Context: an optimization exercise on an open-source flow, tuned for small area and a short achievable clock period. The choices shown serve that exercise and are no tape-out recipe.
No run shown here included a check of the RTL's function; only the layout flow was run.
Power and IR drop assume default switching activity.

==> flow/run.sh <==
#!/bin/bash
# synth_recipe.tcl (not shown) runs the flow's synth.tcl, then flattens the netlist and writes it again
# the make line also repeats each setting of config.mk as NAME=value (left out here)
make -C /OpenROAD-flow-scripts/flow DESIGN_CONFIG=/design/flow/config.mk WORK_HOME=/design/flow/orfs CLKGATE_MAP_FILE= SYNTH_SCRIPT=/design/flow/synth_recipe.tcl finish
==> flow/config.mk <==
export PLATFORM = sky130hd
export DESIGN_NAME = router
export DESIGN_NICKNAME = router
export VERILOG_FILES = /design/flow/design.v
export SDC_FILE = /design/flow/constraint.sdc
export NUM_CORES = 4
export LEC_CHECK = 0
export CAP_MARGIN = 20
export CORE_MARGIN = 2
export CORE_UTILIZATION = 40
export SLEW_MARGIN = 20
==> flow/constraint.sdc <==
create_clock -name core_clock -period 4.5 [get_ports {clk}]
set_input_delay 0.9000 -clock core_clock [delete_from_list [all_inputs] [get_ports {clk}]]
set_output_delay 0.9000 -clock core_clock [all_outputs]
set_load 0.01 [all_outputs]
==> flow/design.v <==
package router_pkg;
    typedef logic [81-1:0] flit_t;
    typedef logic [3-1:0] coord_t;
    typedef enum logic [1:0] {
        ROUTE_XPOS  = 2'd0,
        ROUTE_YPOS  = 2'd1,
        ROUTE_EJECT = 2'd2
    } route_dir_e;
    typedef struct packed {
        route_dir_e dir;
        flit_t      flit;
    } routed_flit_t;
endpackage
`timescale 1ns/10ps
module flit_queue #(
    parameter int width      = 81,
    parameter int tag_w      = 1,
    parameter int depth      = 8,
    parameter bit free_write = 0
) (
    input  logic             clk,
    input  logic             rst,
    input  logic [width-1:0] wr_data,
    input  logic [tag_w-1:0] wr_tag,
    input  logic             wr_en,
    input  logic             rd_en,
    output logic [width-1:0] rd_data,
    output logic [tag_w-1:0] head_tag,
    output logic             not_empty,
    output logic             full,
    output logic             almost_full
);
    logic [width-1:0] mem [depth];
    logic [tag_w-1:0] tag [depth];
    logic [depth-1:0] wr_oh;
    logic [depth-1:0] rd_oh;
    logic [depth-1:0] rd_oh_next;
    logic [depth:0]   occ;
    logic             do_wr;
    logic             do_rd;
    logic [depth-1:0] wsel;
    logic [tag_w-1:0] next_tag;
    assign do_wr = wr_en && !full;
    assign do_rd = rd_en && not_empty;
    assign not_empty   = !occ[0];
    assign full        = occ[depth];
    assign almost_full = occ[depth-1];
    assign rd_oh_next = {rd_oh[depth-2:0], rd_oh[depth-1]};
    always_comb begin
        next_tag = '0;
        for (int i = 0; i < depth; i++) begin
            next_tag = next_tag | (tag[i] & {tag_w{rd_oh_next[i]}});
        end
    end
    always_ff @(posedge clk) begin
        if (rst) begin
            wr_oh <= depth'(1);
            rd_oh <= depth'(1);
            occ   <= (depth + 1)'(1);
        end else begin
            if (do_wr) begin
                wr_oh <= {wr_oh[depth-2:0], wr_oh[depth-1]};
            end
            if (do_rd) begin
                rd_oh <= rd_oh_next;
            end
            if (do_wr && !do_rd) begin
                occ <= {occ[depth-1:0], 1'b0};
            end else if (do_rd && !do_wr) begin
                occ <= {1'b0, occ[depth:1]};
            end
        end
    end
    always_ff @(posedge clk) begin
        if (do_wr && (occ[0] || (occ[1] && do_rd))) begin
            head_tag <= wr_tag;
        end else if (do_rd) begin
            head_tag <= next_tag;
        end
    end
    assign wsel = free_write ? (wr_oh & {depth{!full}}) : (wr_oh & {depth{do_wr}});
    for (genvar i = 0; i < depth; i++) begin : g_slot
        always_ff @(posedge clk) begin
            if (wsel[i]) begin
                mem[i] <= wr_data;
                tag[i] <= wr_tag;
            end
        end
    end
    always_comb begin
        rd_data = '0;
        for (int i = 0; i < depth; i++) begin
            rd_data = rd_data | (mem[i] & {width{rd_oh[i]}});
        end
    end
endmodule
`timescale 1ns/10ps
module route_comp #(
    parameter router_pkg::coord_t cur_x = '0,
    parameter router_pkg::coord_t cur_y = '0
) (
    input  router_pkg::flit_t flit,
    output logic              is_eject,
    output logic              go_y
);
    router_pkg::coord_t dst_x;
    router_pkg::coord_t dst_y;
    assign dst_x = flit[72 +: 3];
    assign dst_y = flit[75 +: 3];
    assign is_eject = (dst_x == cur_x) && (dst_y == cur_y);
    assign go_y     = (dst_x == cur_x);
endmodule
`timescale 1ns/10ps
module input_port #(
    parameter router_pkg::coord_t cur_x = '0,
    parameter router_pkg::coord_t cur_y = '0
) (
    input  logic              clk,
    input  logic              rst,
    input  router_pkg::flit_t in_flit,
    input  logic              in_valid,
    output router_pkg::flit_t eject_flit,
    output logic              eject_valid,
    output router_pkg::flit_t sw_head,
    output logic              sw_head_y,
    output logic              sw_head_valid,
    input  logic              sw_grant
);
    logic              in_is_eject;
    logic              in_go_y;
    router_pkg::flit_t in_head;
    logic              in_head_eject;
    logic              in_head_y;
    logic              in_not_empty;
    logic              rc_pop;
    router_pkg::flit_t rc_flit;
    logic              rc_dir_y;
    logic              rc_valid;
    logic              sw_full;
    logic              sw_almost_full;
    route_comp #(
        .cur_x(cur_x),
        .cur_y(cur_y)
    ) rc (
        .flit     (in_flit),
        .is_eject (in_is_eject),
        .go_y     (in_go_y)
    );
    flit_queue #(
        .width      (81),
        .tag_w      (2),
        .depth      (8),
        .free_write (1'b1)
    ) in_queue (
        .clk         (clk),
        .rst         (rst),
        .wr_data     (in_flit),
        .wr_tag      ({in_is_eject, in_go_y}),
        .wr_en       (in_valid),
        .rd_en       (rc_pop),
        .rd_data     (in_head),
        .head_tag    ({in_head_eject, in_head_y}),
        .not_empty   (in_not_empty),
        .full        (),
        .almost_full ()
    );
    assign rc_pop = in_not_empty && !(sw_full || (sw_almost_full && rc_valid));
    always_ff @(posedge clk) begin
        rc_flit  <= in_head;
        rc_dir_y <= in_head_y;
    end
    always_ff @(posedge clk) begin
        if (rst) begin
            rc_valid    <= 1'b0;
            eject_valid <= 1'b0;
        end else begin
            rc_valid    <= rc_pop && !in_head_eject;
            eject_valid <= rc_pop && in_head_eject;
        end
    end
    assign eject_flit = rc_flit;
    flit_queue #(
        .width      (81),
        .tag_w      (1),
        .depth      (8),
        .free_write (1'b0)
    ) sw_queue (
        .clk         (clk),
        .rst         (rst),
        .wr_data     (rc_flit),
        .wr_tag      (rc_dir_y),
        .wr_en       (rc_valid),
        .rd_en       (sw_grant),
        .rd_data     (sw_head),
        .head_tag    (sw_head_y),
        .not_empty   (sw_head_valid),
        .full        (sw_full),
        .almost_full (sw_almost_full)
    );
endmodule
`timescale 1ns/10ps
module switch_alloc (
    input  logic              clk,
    input  logic              rst,
    input  router_pkg::flit_t xpos_head,
    input  router_pkg::flit_t ypos_head,
    input  logic              xpos_head_y,
    input  logic              ypos_head_y,
    input  logic              xpos_head_valid,
    input  logic              ypos_head_valid,
    output logic              xpos_grant,
    output logic              ypos_grant,
    input  router_pkg::flit_t inject_xpos,
    input  router_pkg::flit_t inject_ypos,
    input  logic              inject_xpos_valid,
    input  logic              inject_ypos_valid,
    output router_pkg::flit_t out_xpos,
    output router_pkg::flit_t out_ypos,
    output logic              out_xpos_valid,
    output logic              out_ypos_valid
);
    router_pkg::flit_t head_flit [2];
    router_pkg::flit_t inj_flit [2];
    logic [1:0]        inj_valid;
    logic [1:0]        req [2];
    logic [1:0]        gnt [2];
    logic [1:0]        pick1;
    logic [1:0]        rr_ptr;
    router_pkg::flit_t out_flit_q [2];
    logic [1:0]        out_valid_q;
    assign head_flit[0] = xpos_head;
    assign head_flit[1] = ypos_head;
    assign inj_flit[0]  = inject_xpos;
    assign inj_flit[1]  = inject_ypos;
    assign inj_valid    = {inject_ypos_valid, inject_xpos_valid};
    assign req[0] = {ypos_head_valid && !ypos_head_y, xpos_head_valid && !xpos_head_y};
    assign req[1] = {ypos_head_valid &&  ypos_head_y, xpos_head_valid &&  xpos_head_y};
    always_comb begin
        for (int o = 0; o < 2; o++) begin
            pick1[o] = req[o][1] && (!req[o][0] || rr_ptr[o]);
            gnt[o]   = inj_valid[o] ? 2'b00 : {pick1[o], req[o][0] && !pick1[o]};
        end
    end
    assign xpos_grant = gnt[0][0] | gnt[1][0];
    assign ypos_grant = gnt[0][1] | gnt[1][1];
    always_ff @(posedge clk) begin
        for (int o = 0; o < 2; o++) begin
            out_flit_q[o] <= inj_valid[o] ? inj_flit[o]
                           : (pick1[o] ? head_flit[1] : head_flit[0]);
        end
    end
    always_ff @(posedge clk) begin
        if (rst) begin
            out_valid_q <= 2'b00;
            rr_ptr      <= 2'b00;
        end else begin
            for (int o = 0; o < 2; o++) begin
                out_valid_q[o] <= inj_valid[o] | (|req[o]);
                if (|gnt[o]) begin
                    rr_ptr[o] <= gnt[o][0];
                end
            end
        end
    end
    assign out_xpos       = out_flit_q[0];
    assign out_ypos       = out_flit_q[1];
    assign out_xpos_valid = out_valid_q[0];
    assign out_ypos_valid = out_valid_q[1];
endmodule
`timescale 1ns/10ps
module router #(
    parameter router_pkg::coord_t cur_x = '0,
    parameter router_pkg::coord_t cur_y = '0
) (
    input  logic              clk,
    input  logic              rst,
    input  router_pkg::flit_t in_xpos,
    input  logic              in_xpos_valid,
    input  router_pkg::flit_t in_ypos,
    input  logic              in_ypos_valid,
    input  router_pkg::flit_t inject_xpos,
    input  logic              inject_xpos_valid,
    input  router_pkg::flit_t inject_ypos,
    input  logic              inject_ypos_valid,
    output router_pkg::flit_t out_xpos,
    output logic              out_xpos_valid,
    output router_pkg::flit_t out_ypos,
    output logic              out_ypos_valid,
    output router_pkg::flit_t eject_xpos,
    output logic              eject_xpos_valid,
    output router_pkg::flit_t eject_ypos,
    output logic              eject_ypos_valid
);
    router_pkg::flit_t        xpos_head;
    router_pkg::flit_t        ypos_head;
    logic                     xpos_head_y;
    logic                     ypos_head_y;
    logic                     xpos_head_valid;
    logic                     ypos_head_valid;
    logic                     xpos_grant;
    logic                     ypos_grant;
    input_port #(
        .cur_x(cur_x),
        .cur_y(cur_y)
    ) xpos_in (
        .clk           (clk),
        .rst           (rst),
        .in_flit       (in_xpos),
        .in_valid      (in_xpos_valid),
        .eject_flit    (eject_xpos),
        .eject_valid   (eject_xpos_valid),
        .sw_head       (xpos_head),
        .sw_head_y     (xpos_head_y),
        .sw_head_valid (xpos_head_valid),
        .sw_grant      (xpos_grant)
    );
    input_port #(
        .cur_x(cur_x),
        .cur_y(cur_y)
    ) ypos_in (
        .clk           (clk),
        .rst           (rst),
        .in_flit       (in_ypos),
        .in_valid      (in_ypos_valid),
        .eject_flit    (eject_ypos),
        .eject_valid   (eject_ypos_valid),
        .sw_head       (ypos_head),
        .sw_head_y     (ypos_head_y),
        .sw_head_valid (ypos_head_valid),
        .sw_grant      (ypos_grant)
    );
    switch_alloc sa (
        .clk               (clk),
        .rst               (rst),
        .xpos_head         (xpos_head),
        .ypos_head         (ypos_head),
        .xpos_head_y       (xpos_head_y),
        .ypos_head_y       (ypos_head_y),
        .xpos_head_valid   (xpos_head_valid),
        .ypos_head_valid   (ypos_head_valid),
        .xpos_grant        (xpos_grant),
        .ypos_grant        (ypos_grant),
        .inject_xpos       (inject_xpos),
        .inject_ypos       (inject_ypos),
        .inject_xpos_valid (inject_xpos_valid),
        .inject_ypos_valid (inject_ypos_valid),
        .out_xpos          (out_xpos),
        .out_ypos          (out_ypos),
        .out_xpos_valid    (out_xpos_valid),
        .out_ypos_valid    (out_ypos_valid)
    );
endmodule
==> results of run 1 <==
==> kinds of logic (layout without fill, tap and decap cells) <==
kind of cell | Yosys count | in the layout | synth area share (%)
other | 0 | 68 | 0
AO/OA/AOI/OAI | 1759 | 1759 | 11.6
flip-flops | 3080 | 3080 | 83.0
multiplexers | 40 | 40 | 0.383
AND/OR/NAND/NOR | 580 | 580 | 2.96
buffers and inverters | 567 | 1560 | 2.04
adder cells (fa/ha/maj) | 4 | 4 | 0.0471
==> registers in the layout, summed over array words and instances (netlist names), 8 cells and up <==
signal / cells
ypos_in.in_queue.rd_oh: 8
ypos_in.sw_queue.rd_oh: 8
xpos_in.in_queue.mem: 648
ypos_in.sw_queue.tag: 8
ypos_in.in_queue.wr_oh: 8
ypos_in.sw_queue.occ: 9
ypos_in.in_queue.mem: 648
xpos_in.in_queue.occ: 9
xpos_in.sw_queue.mem: 648
xpos_in.sw_queue.rd_oh: 8
ypos_in.sw_queue.mem: 648
ypos_in.in_queue.tag: 16
xpos_in.sw_queue.wr_oh: 8
ypos_in.sw_queue.wr_oh: 8
xpos_in.in_queue.wr_oh: 8
ypos_in.rc_flit: 81
xpos_in.rc_flit: 81
xpos_in.in_queue.tag: 16
xpos_in.in_queue.rd_oh: 8
xpos_in.sw_queue.occ: 9
sa.out_flit_q: 162
ypos_in.in_queue.occ: 9
xpos_in.sw_queue.tag: 8
==> path summary, 6_finish.rpt <==
check / slack, ns / from / to
max reg2reg: 1.38 / xpos_in.sw_queue.head_tag / ypos_in.sw_queue.occ[4]
min: 0.41 / rst / xpos_in.in_queue.occ[2]
min reg2reg: 0.46 / xpos_in.in_queue.mem[2][56] / xpos_in.rc_flit[56]
max: 1.15 / xpos_in.rc_flit[56] / eject_xpos[56]
==> cell type report <==
type                    count  area [µm²]  area share (%)
multi-input cells        2383       16100            12.6
repair buffers            787        7970            6.23
flip-flops and latches   3080       88300            69.0
well taps                3533        4420            3.45
inverters                 186         726           0.567
diodes                     68         170           0.133
clock inverters           131        1190           0.932
clock buffers             456        9150            7.15
==> through the flow <==
step	utilization [%]	TNS (ns)
final	48.4	0
after global routing	48.3	0
after CTS	48.3	0
after detailed placement	44.4	0
after global placement	44.4	0
after floorplan	-	-243.34
==> power groups by stage <==
stage / registers [mW] / clock network, mW / logic, mW
finish: 33.8 / 26.1 / 4.29
global route: 33.9 / 27.5 / 4.48
CTS: 33.8 / 26.4 / 4.29
detailed placement: 34.4 / 0 / 4.27
global placement: 34.4 / 0 / 4.24
floorplan: 33.7 / 0 / 1.40
==> cells in the final DEF (no fill, tap or decap), types with 5 or more instances in the layout <==
master,instances
edfxtp_1,2646
a22oi_1,1316
clkdlybuf4s50_1,654
dfxtp_1,402
clkbuf_16,336
nand4_1,329
a21oi_1,257
inv_1,169
o22ai_1,162
nand2_1,115
buf_4,99
clkbuf_1,91
nor2_1,83
diode_2,68
clkinv_2,61
clkinv_1,39
mux2i_1,35
buf_12,34
dfxtp_4,32
clkbuf_8,29
bufinv_16,20
nor2b_4,16
o21ai_0,12
nand2b_1,9
inv_4,8
nor3_1,6
inv_6,6
clkinvlp_4,6
mux2_2,5
nand3b_1,5
clkinv_4,5
==> routing by layer <==
| metal | part of all wire, % | up-vias | global-route usage (%) |
|---|---|---|---|
| met2 | 47 | 3060 | 38.3 |
| met1 | 39 | 32100 | 32.1 |
| li1 | - | 26200 | - |
| met5 | 0.057 | - | 0 |
| met4 | 4.5 | 32 | 10.7 |
| met3 | 9.0 | 508 | 6.06 |
==> results.txt, run 1 <==
status=finished clean; clk slew on worst S/H paths=0.06 ns; worst hold slack=0.413 ns; peak supply drop=0.000467 V; Root Buffer=clkbuf_16; yosys warns=13; DP Wirelength=209 mm; worst hold path type=in -> reg; cts repair resizes=0; WP depth=1; clk sink count=3080; Post-DP Area=117000 µm²; worst r2r path cells=9; max_slew headroom=24.1%; Post-CTS Setup Bufs=0; WP data arrival=2.45 ns; Worst Hold Depth=2; pwr dens=501 nW/µm²; CP bufs+invs=1; area delta synth->final=20.5%; Slew Limit Fails=0; DR pass1 iterations=6; fraction of layout cells with a size suffix above 1=9.51%; internal power=49.3 mW; Design Area, Final=128000 µm²; vias=61800; synth cell count leaders=edfxtp_1, a22oi_1, dfxtp_1; RSZ-0062 raised after global routing=no; # rows=189; Core Region=265000 µm²; dpl ws=0.965 ns; leading post-synthesis cells by cell area=edfxtp_1, a22oi_1, dfxtp_1; Sw Pwr=14.9 mW; vias in the first global route=59400; CTS tree=built; Layout fillers=21900; DR DRC count=0; Final WS setup=1.15 ns; Initial Utilization=40.2%; Gate power share=6.7%; Seq/Total Area, Yosys=83.0%; Detailed Route WL=340 mm; Final Hold Vio Count=0; post-layout min period=3.35 ns; Syn Std Cell Area=106000 µm²; insertion delay to the later sink of the worst-skew pair=0.96 ns; Overall Power=64.2 mW; initial antenna violation count=83; CP max stage cell=clkdlybuf4s50_1; H-tree Lvls=5; Post-Syn Nets=6364; ratio of final minimum period to clock period=74.5%; pin count of the biggest net entering global routing=84; Yosys reg bits=3080; Least-Margin Pin Slew=1.14 ns; non-filler cells, final=10600; clock skew=0.0832 ns; Mean Syn Cell Area=17.6 µm²; Post-synth EDFFs=2646; # hold bufs at CTS=0; grt total ovfl=0; Synth cell types=38; IO Pins=658; Worst EP required=3.60 ns; crit path max fanout=10; clock group share of total power=40.7%; WS Path Type=reg -> out; Final ANT Viol Nets=0; Chip Width=519 µm; number of port buffers=657; Max clock buf depth=4; fmax=0.298 GHz; global-route wire length before repair=468 mm; Global Route Usage Sum=24.3%; Max stage delay on crit path=0.77 ns; Setup crit end kind=primary output; CTS Buf Count=330; via/cell ratio=5.82; count of final setup violators=0; GP Congestion=0.901; Worst setup SP type=flop; Sw Share=23.1%; Leakage=40.6 nW; crit-path cells=clkdlybuf4s50_1; most common cell in the netlist=edfxtp_1; Yosys top cell area share=74.8%; synthesized instance count=6030; Synth Flop Type=edfxtp_1; die area=270000 µm²; critical path's top delay family=buffers and inverters; async set or reset register ratio after synthesis=0%; Iter 0 DRT Violations=7151; largest area contributor in the netlist=edfxtp_1; fin nets=7102; die span in y=519 µm; placed cell count=9968; drt wl/cell=32.0 µm; max cap viols=0; Flop pwr share=52.7%
==> inputs of run 2 (changes only) <==
--- a/flow/design.v
+++ b/flow/design.v
@@ -14,68 +14,56 @@
 `timescale 1ns/10ps
 module flit_queue #(
     parameter int width      = 81,
-    parameter int tag_w      = 1,
     parameter int depth      = 8,
     parameter bit free_write = 0
 ) (
     input  logic             clk,
     input  logic             rst,
     input  logic [width-1:0] wr_data,
-    input  logic [tag_w-1:0] wr_tag,
     input  logic             wr_en,
     input  logic             rd_en,
     output logic [width-1:0] rd_data,
-    output logic [tag_w-1:0] head_tag,
     output logic             not_empty,
     output logic             full,
     output logic             almost_full
 );
+    localparam int cnt_w = $clog2(depth + 1);
     logic [width-1:0] mem [depth];
-    logic [tag_w-1:0] tag [depth];
     logic [depth-1:0] wr_oh;
     logic [depth-1:0] rd_oh;
-    logic [depth-1:0] rd_oh_next;
-    logic [depth:0]   occ;
+    logic [cnt_w-1:0] count;
+    logic [cnt_w-1:0] count_d;
     logic             do_wr;
     logic             do_rd;
     logic [depth-1:0] wsel;
-    logic [tag_w-1:0] next_tag;
     assign do_wr = wr_en && !full;
     assign do_rd = rd_en && not_empty;
-    assign not_empty   = !occ[0];
-    assign full        = occ[depth];
-    assign almost_full = occ[depth-1];
-    assign rd_oh_next = {rd_oh[depth-2:0], rd_oh[depth-1]};
     always_comb begin
-        next_tag = '0;
-        for (int i = 0; i < depth; i++) begin
-            next_tag = next_tag | (tag[i] & {tag_w{rd_oh_next[i]}});
-        end
+        case ({do_wr, do_rd})
+            2'b10:   count_d = count + 1'b1;
+            2'b01:   count_d = count - 1'b1;
+            default: count_d = count;
+        endcase
     end
     always_ff @(posedge clk) begin
         if (rst) begin
-            wr_oh <= depth'(1);
-            rd_oh <= depth'(1);
-            occ   <= (depth + 1)'(1);
+            wr_oh       <= depth'(1);
+            rd_oh       <= depth'(1);
+            count       <= '0;
+            not_empty   <= 1'b0;
+            full        <= 1'b0;
+            almost_full <= 1'b0;
         end else begin
             if (do_wr) begin
                 wr_oh <= {wr_oh[depth-2:0], wr_oh[depth-1]};
             end
             if (do_rd) begin
-                rd_oh <= rd_oh_next;
-            end
-            if (do_wr && !do_rd) begin
-                occ <= {occ[depth-1:0], 1'b0};
-            end else if (do_rd && !do_wr) begin
-                occ <= {1'b0, occ[depth:1]};
+                rd_oh <= {rd_oh[depth-2:0], rd_oh[depth-1]};
             end
-        end
-    end
-    always_ff @(posedge clk) begin
-        if (do_wr && (occ[0] || (occ[1] && do_rd))) begin
-            head_tag <= wr_tag;
-        end else if (do_rd) begin
-            head_tag <= next_tag;
+            count       <= count_d;
+            not_empty   <= (count_d != '0);
+            full        <= (count_d == cnt_w'(depth));
+            almost_full <= (count_d == cnt_w'(depth - 1));
         end
     end
     assign wsel = free_write ? (wr_oh & {depth{!full}}) : (wr_oh & {depth{do_wr}});
@@ -83,7 +71,6 @@
         always_ff @(posedge clk) begin
             if (wsel[i]) begin
                 mem[i] <= wr_data;
-                tag[i] <= wr_tag;
             end
         end
     end
@@ -99,16 +86,36 @@
     parameter router_pkg::coord_t cur_x = '0,
     parameter router_pkg::coord_t cur_y = '0
 ) (
-    input  router_pkg::flit_t flit,
-    output logic              is_eject,
-    output logic              go_y
+    input  logic              clk,
+    input  logic              rst,
+    input  router_pkg::flit_t in_flit,
+    input  logic              in_valid,
+    output router_pkg::flit_t out_flit,
+    output logic              out_dir_y,
+    output logic              out_valid,
+    output logic              eject_valid
 );
     router_pkg::coord_t dst_x;
     router_pkg::coord_t dst_y;
-    assign dst_x = flit[72 +: 3];
-    assign dst_y = flit[75 +: 3];
+    logic               is_eject;
+    logic               go_y;
+    assign dst_x = in_flit[72 +: 3];
+    assign dst_y = in_flit[75 +: 3];
     assign is_eject = (dst_x == cur_x) && (dst_y == cur_y);
     assign go_y     = (dst_x == cur_x);
+    always_ff @(posedge clk) begin
+        out_flit  <= in_flit;
+        out_dir_y <= go_y;
+    end
+    always_ff @(posedge clk) begin
+        if (rst) begin
+            out_valid   <= 1'b0;
+            eject_valid <= 1'b0;
+        end else begin
+            out_valid   <= in_valid && !is_eject;
+            eject_valid <= in_valid && is_eject;
+        end
+    end
 endmodule
 `timescale 1ns/10ps
 module input_port #(
@@ -126,11 +133,7 @@
     output logic              sw_head_valid,
     input  logic              sw_grant
 );
-    logic              in_is_eject;
-    logic              in_go_y;
     router_pkg::flit_t in_head;
-    logic              in_head_eject;
-    logic              in_head_y;
     logic              in_not_empty;
     logic              rc_pop;
     router_pkg::flit_t rc_flit;
@@ -138,61 +141,47 @@
     logic              rc_valid;
     logic              sw_full;
     logic              sw_almost_full;
-    route_comp #(
-        .cur_x(cur_x),
-        .cur_y(cur_y)
-    ) rc (
-        .flit     (in_flit),
-        .is_eject (in_is_eject),
-        .go_y     (in_go_y)
-    );
     flit_queue #(
         .width      (81),
-        .tag_w      (2),
         .depth      (8),
         .free_write (1'b1)
     ) in_queue (
         .clk         (clk),
         .rst         (rst),
         .wr_data     (in_flit),
-        .wr_tag      ({in_is_eject, in_go_y}),
         .wr_en       (in_valid),
         .rd_en       (rc_pop),
         .rd_data     (in_head),
-        .head_tag    ({in_head_eject, in_head_y}),
         .not_empty   (in_not_empty),
         .full        (),
         .almost_full ()
     );
     assign rc_pop = in_not_empty && !(sw_full || (sw_almost_full && rc_valid));
-    always_ff @(posedge clk) begin
-        rc_flit  <= in_head;
-        rc_dir_y <= in_head_y;
-    end
-    always_ff @(posedge clk) begin
-        if (rst) begin
-            rc_valid    <= 1'b0;
-            eject_valid <= 1'b0;
-        end else begin
-            rc_valid    <= rc_pop && !in_head_eject;
-            eject_valid <= rc_pop && in_head_eject;
-        end
-    end
+    route_comp #(
+        .cur_x(cur_x),
+        .cur_y(cur_y)
+    ) rc (
+        .clk         (clk),
+        .rst         (rst),
+        .in_flit     (in_head),
+        .in_valid    (rc_pop),
+        .out_flit    (rc_flit),
+        .out_dir_y   (rc_dir_y),
+        .out_valid   (rc_valid),
+        .eject_valid (eject_valid)
+    );
     assign eject_flit = rc_flit;
     flit_queue #(
-        .width      (81),
-        .tag_w      (1),
+        .width      (81 + 1),
         .depth      (8),
         .free_write (1'b0)
     ) sw_queue (
         .clk         (clk),
         .rst         (rst),
-        .wr_data     (rc_flit),
-        .wr_tag      (rc_dir_y),
+        .wr_data     ({rc_dir_y, rc_flit}),
         .wr_en       (rc_valid),
         .rd_en       (sw_grant),
-        .rd_data     (sw_head),
-        .head_tag    (sw_head_y),
+        .rd_data     ({sw_head_y, sw_head}),
         .not_empty   (sw_head_valid),
         .full        (sw_full),
         .almost_full (sw_almost_full)
==> results.txt, run 2 <==
Max stage delay on crit path=0.50 ns (was 0.77 ns); max_slew headroom=18.7% (was 24.1%); ratio of final minimum period to clock period=79.9% (was 74.5%); Global Route Usage Sum=24.5% (was 24.3%); worst hold path type=in -> reg (unchanged); via/cell ratio=5.88 (was 5.82); Post-CTS Setup Bufs=0 (unchanged); fin nets=7033 (was 7102); die area=268000 µm² (was 270000 µm²); vias=61600 (was 61800); GP Congestion=0.857 (was 0.901); async set or reset register ratio after synthesis=0% (unchanged); most common cell after layout, fill and taps aside=edfxtp_1 (unchanged); vias in the first global route=58600 (was 59400); initial antenna violation count=88 (was 83); grt total ovfl=0 (unchanged); crit-path cells=a22o_1 -> o41ai_4 -> nor2_1 -> a2bb2oi_2 -> inv_2 -> ha_1 -> ha_1 -> a21o_1 -> a21oi_1 -> mux2i_1 -> xor2_1 -> a31oi_1 (was clkdlybuf4s50_1); Mean Syn Cell Area=17.7 µm² (was 17.6 µm²); pin count of the biggest net entering global routing=106 (was 84); clock group share of total power=33.7% (was 40.7%); Slew Limit Fails=0 (unchanged); Yosys top cell area share=74.1% (was 74.8%); Reg area=86900 µm² (was 88300 µm²); Post-Syn Nets=6331 (was 6364); IO Pins=658 (unchanged); insertion delay to the later sink of the worst-skew pair=0.95 ns (was 0.96 ns); Final ANT Viol Nets=0 (unchanged); crit-path most repeated cell=ha_1; crit path from=xpos_in.sw_queue.mem[7][81] (was xpos_in.rc_flit[56]); CTS tree=built (unchanged); WS Path Type=reg -> reg (was reg -> out); synthesized instance count=5986 (was 6030); Design Area, Final=127000 µm² (was 128000 µm²); WP data arrival=4.36 ns (was 2.45 ns); Worst setup SP type=flop (unchanged); setup TNS=0 ns (unchanged); pwr dens=597 nW/µm² (was 501 nW/µm²); Flop pwr share=49.8% (was 52.7%); R2R Path Start=xpos_in.sw_queue.mem[7][81] (was xpos_in.sw_queue.head_tag); Post-DP Area=117000 µm² (about the same); H-tree Lvls=5 (unchanged); clk slew on worst S/H paths=0.06 ns (about the same); die span in y=518 µm (was 519 µm); Setup crit end kind=flop (was primary output); most common cell in the netlist=edfxtp_1 (unchanged); fmax=0.278 GHz (was 0.298 GHz); max cap viols=0 (unchanged); crit path max fanout=6 (was 10); status=finished clean (unchanged); Root Buffer=clkbuf_16 (unchanged); Layout fillers=21900 (about the same); internal power=53.6 mW (was 49.3 mW); fraction of layout cells with a size suffix above 1=9.34% (was 9.51%); RSZ-0062 raised after global routing=no (unchanged); DR pass1 iterations=5 (was 6); Core Region=263000 µm² (was 265000 µm²); Post-synth EDFFs=2608 (was 2646); Max clock buf depth=4 (unchanged); Seq/Total Area, Yosys=82.1% (was 83.0%); Iter 0 DRT Violations=7150 (was 7151); Sw Share=29.1% (was 23.1%); Least-Margin Pin Slew=1.22 ns (was 1.14 ns); Syn Std Cell Area=106000 µm² (about the same); CP max stage cell=o41ai_4 (was clkdlybuf4s50_1); critical path's top delay family=compound AO/OA/AOI/OAI gates (was buffers and inverters); Leakage=40.4 nW (was 40.6 nW); CP bufs+invs=1 (unchanged); cts repair resizes=0 (unchanged); yosys warns=11 (was 13); Chip Width=518 µm (was 519 µm); most frequent cells in the layout=edfxtp_1, a22oi_1, clkdlybuf4s50_1 (unchanged); largest area contributor in the netlist=edfxtp_1 (unchanged); drt wl/cell=32.5 µm (was 32.0 µm); Gate power share=16.5% (was 6.7%); # hold bufs at CTS=0 (unchanged); Yosys reg bits=3032 (was 3080); Sw Pwr=22.0 mW (was 14.9 mW); leading post-synthesis cells by cell area=edfxtp_1, a22oi_1, dfxtp_1 (unchanged); count of final setup violators=0 (unchanged); Worst EP required=5.27 ns (was 3.60 ns); Synth Flop Type=edfxtp_1 (unchanged); Final Hold Vio Count=0 (unchanged); Initial Utilization=40.3% (was 40.2%); CTS Buf Count=316 (was 330); # rows=188 (was 189); number of port buffers=657 (unchanged); peak supply drop=0.000374 V (was 0.000467 V); multi-input logic area=17400 µm² (was 16100 µm²); Synth cell types=57 (was 38); clk sink count=3032 (was 3080); DR DRC count=0 (unchanged); synth cell count leaders=edfxtp_1, a22oi_1, dfxtp_1 (unchanged); biggest regs=xpos_in.sw_queue.mem: 656 flops, ypos_in.sw_queue.mem: 656 flops; Hold Crit Start=inject_xpos_valid (was rst); Detailed Route WL=341 mm (was 340 mm); area delta synth->final=20.0% (was 20.5%); global-route wire length before repair=468 mm (about the same); DP Wirelength=210 mm (was 209 mm); post-layout min period=3.60 ns (was 3.35 ns); Overall Power=75.6 mW (was 64.2 mW); clock skew=0.0749 ns (was 0.0832 ns)
## run 2: cell count changes after synthesis, sizes merged, moves of 34 or more
cell,delta
o22ai,-161
inv,-156
a21oi,-133
nand2,+117
nor3,+84
o31ai,+84
mux2i,+80
o21ai,+73
edfxtp,-38
nor2,-34
## run 2: cell type report
class / count / area share (%)
flip-flops and latches: 3032 / 68.6
multi-input cells: 2532 / 13.7
clock buffers: 441 / 7.02
repair buffers: 774 / 6.11
well taps: 3515 / 3.47
clock inverters: 119 / 0.918
inverters: 32 / 0.123
diodes: 27 / 0.0533
## run 2: kinds of logic after synthesis
| kind of cell | synth area share [%] |
|---|---|
| buf+inv | 1.56 |
| simple gates | 3.78 |
| xor+xnor | 0.112 |
| fa+ha+maj | 0.199 |
| mux | 1.10 |
| flops | 82.1 |
| compound gates | 11.1 |
## run 2: worst reg2reg max path: cells and delay by family (launching register included)
kind | cells | cell delay, ns
AOI/OAI and AO/OA | 6 | 1.68
xor gates and xnor gates | 1 | 0.25
adders and majority gates | 2 | 0.60
buffers and inverters | 1 | 0.16
muxes | 1 | 0.26
DFF | 1 | 0.36
and+or+nand+nor | 1 | 0.12
## run 2: metrics by stage
stage / worst slack, ns / cells / hold WS, ns / utilization, %
floorplan: 0.00992 / 5986 / 0.432 / -
global placement: 0.563 / 9884 / 0.442 / 44.4
detailed placement: 0.565 / 9884 / 0.447 / 44.4
CTS: 0.898 / 10400 / 0.258 / 48.2
global route: 0.672 / 10500 / 0.295 / 48.3
finish: 0.903 / 10500 / 0.333 / 48.3
## run 2: power groups by stage
stage / clock, mW / combinational, mW / sequential (mW)
after floorplan: 0 / 4.44 / 37.0
after global placement: 0 / 12.3 / 38.2
after detailed placement: 0 / 12.3 / 38.3
after CTS: 25.8 / 12.3 / 37.7
after global routing: 26.9 / 12.9 / 38.0
final: 25.5 / 12.5 / 37.7
## run 2: final timing paths
check	endpoint	slack, ns	depth (start not counted)
max reg2reg	xpos_in.sw_queue.not_empty	0.90	12
min	sa.out_flit_q[0][36]	0.33	3
max	xpos_in.sw_queue.not_empty	0.90	12
min reg2reg	xpos_in.in_queue.wr_oh[2]	0.44	2
## run 2: metal layers
layer	wire length (µm)	global-route usage (%)	vias to the layer above	part of all wire (%)
met1	135000	32.9	31800	40
met2	154000	37.1	3181	45
met4	16700	11.3	82	4.9
li1	-	-	26000	-
met3	34500	6.84	567	10
met5	517	0	-	0.15

==> afterwards: timing with drivers on the ports <==
The flow's constraints put no driver on any port. The routed layouts listed below were extracted and timed again, unchanged, in two steps.
Step 1, drivers: a clkbuf_16 drives clk and a buf_2 each remaining input, both assumed.
Step 2 adds t to the input delays and takes it off the output delays; t is the mean of the earliest and latest rising clock arrival at the registers after step 1. Input paths then give back, and output paths get back, about the clock's delay inside the block.
Slacks: no drivers / after step 1 / after step 2; pairs: no drivers / after step 1.
run	t, ns	setup WS [ns]	latest minus earliest clock arrival (ns)
run 1	1.018	1.145 / 1.053 / 1.213	0.119 / 0.118
run 2	1.005	0.903 / 0.903 / 0.424	0.095 / 0.096
After both steps setup and hold are still met in every run listed. The setup slack of run 2, which loses most, moves by 0.000 ns with the drivers and by -0.479 ns with both steps.
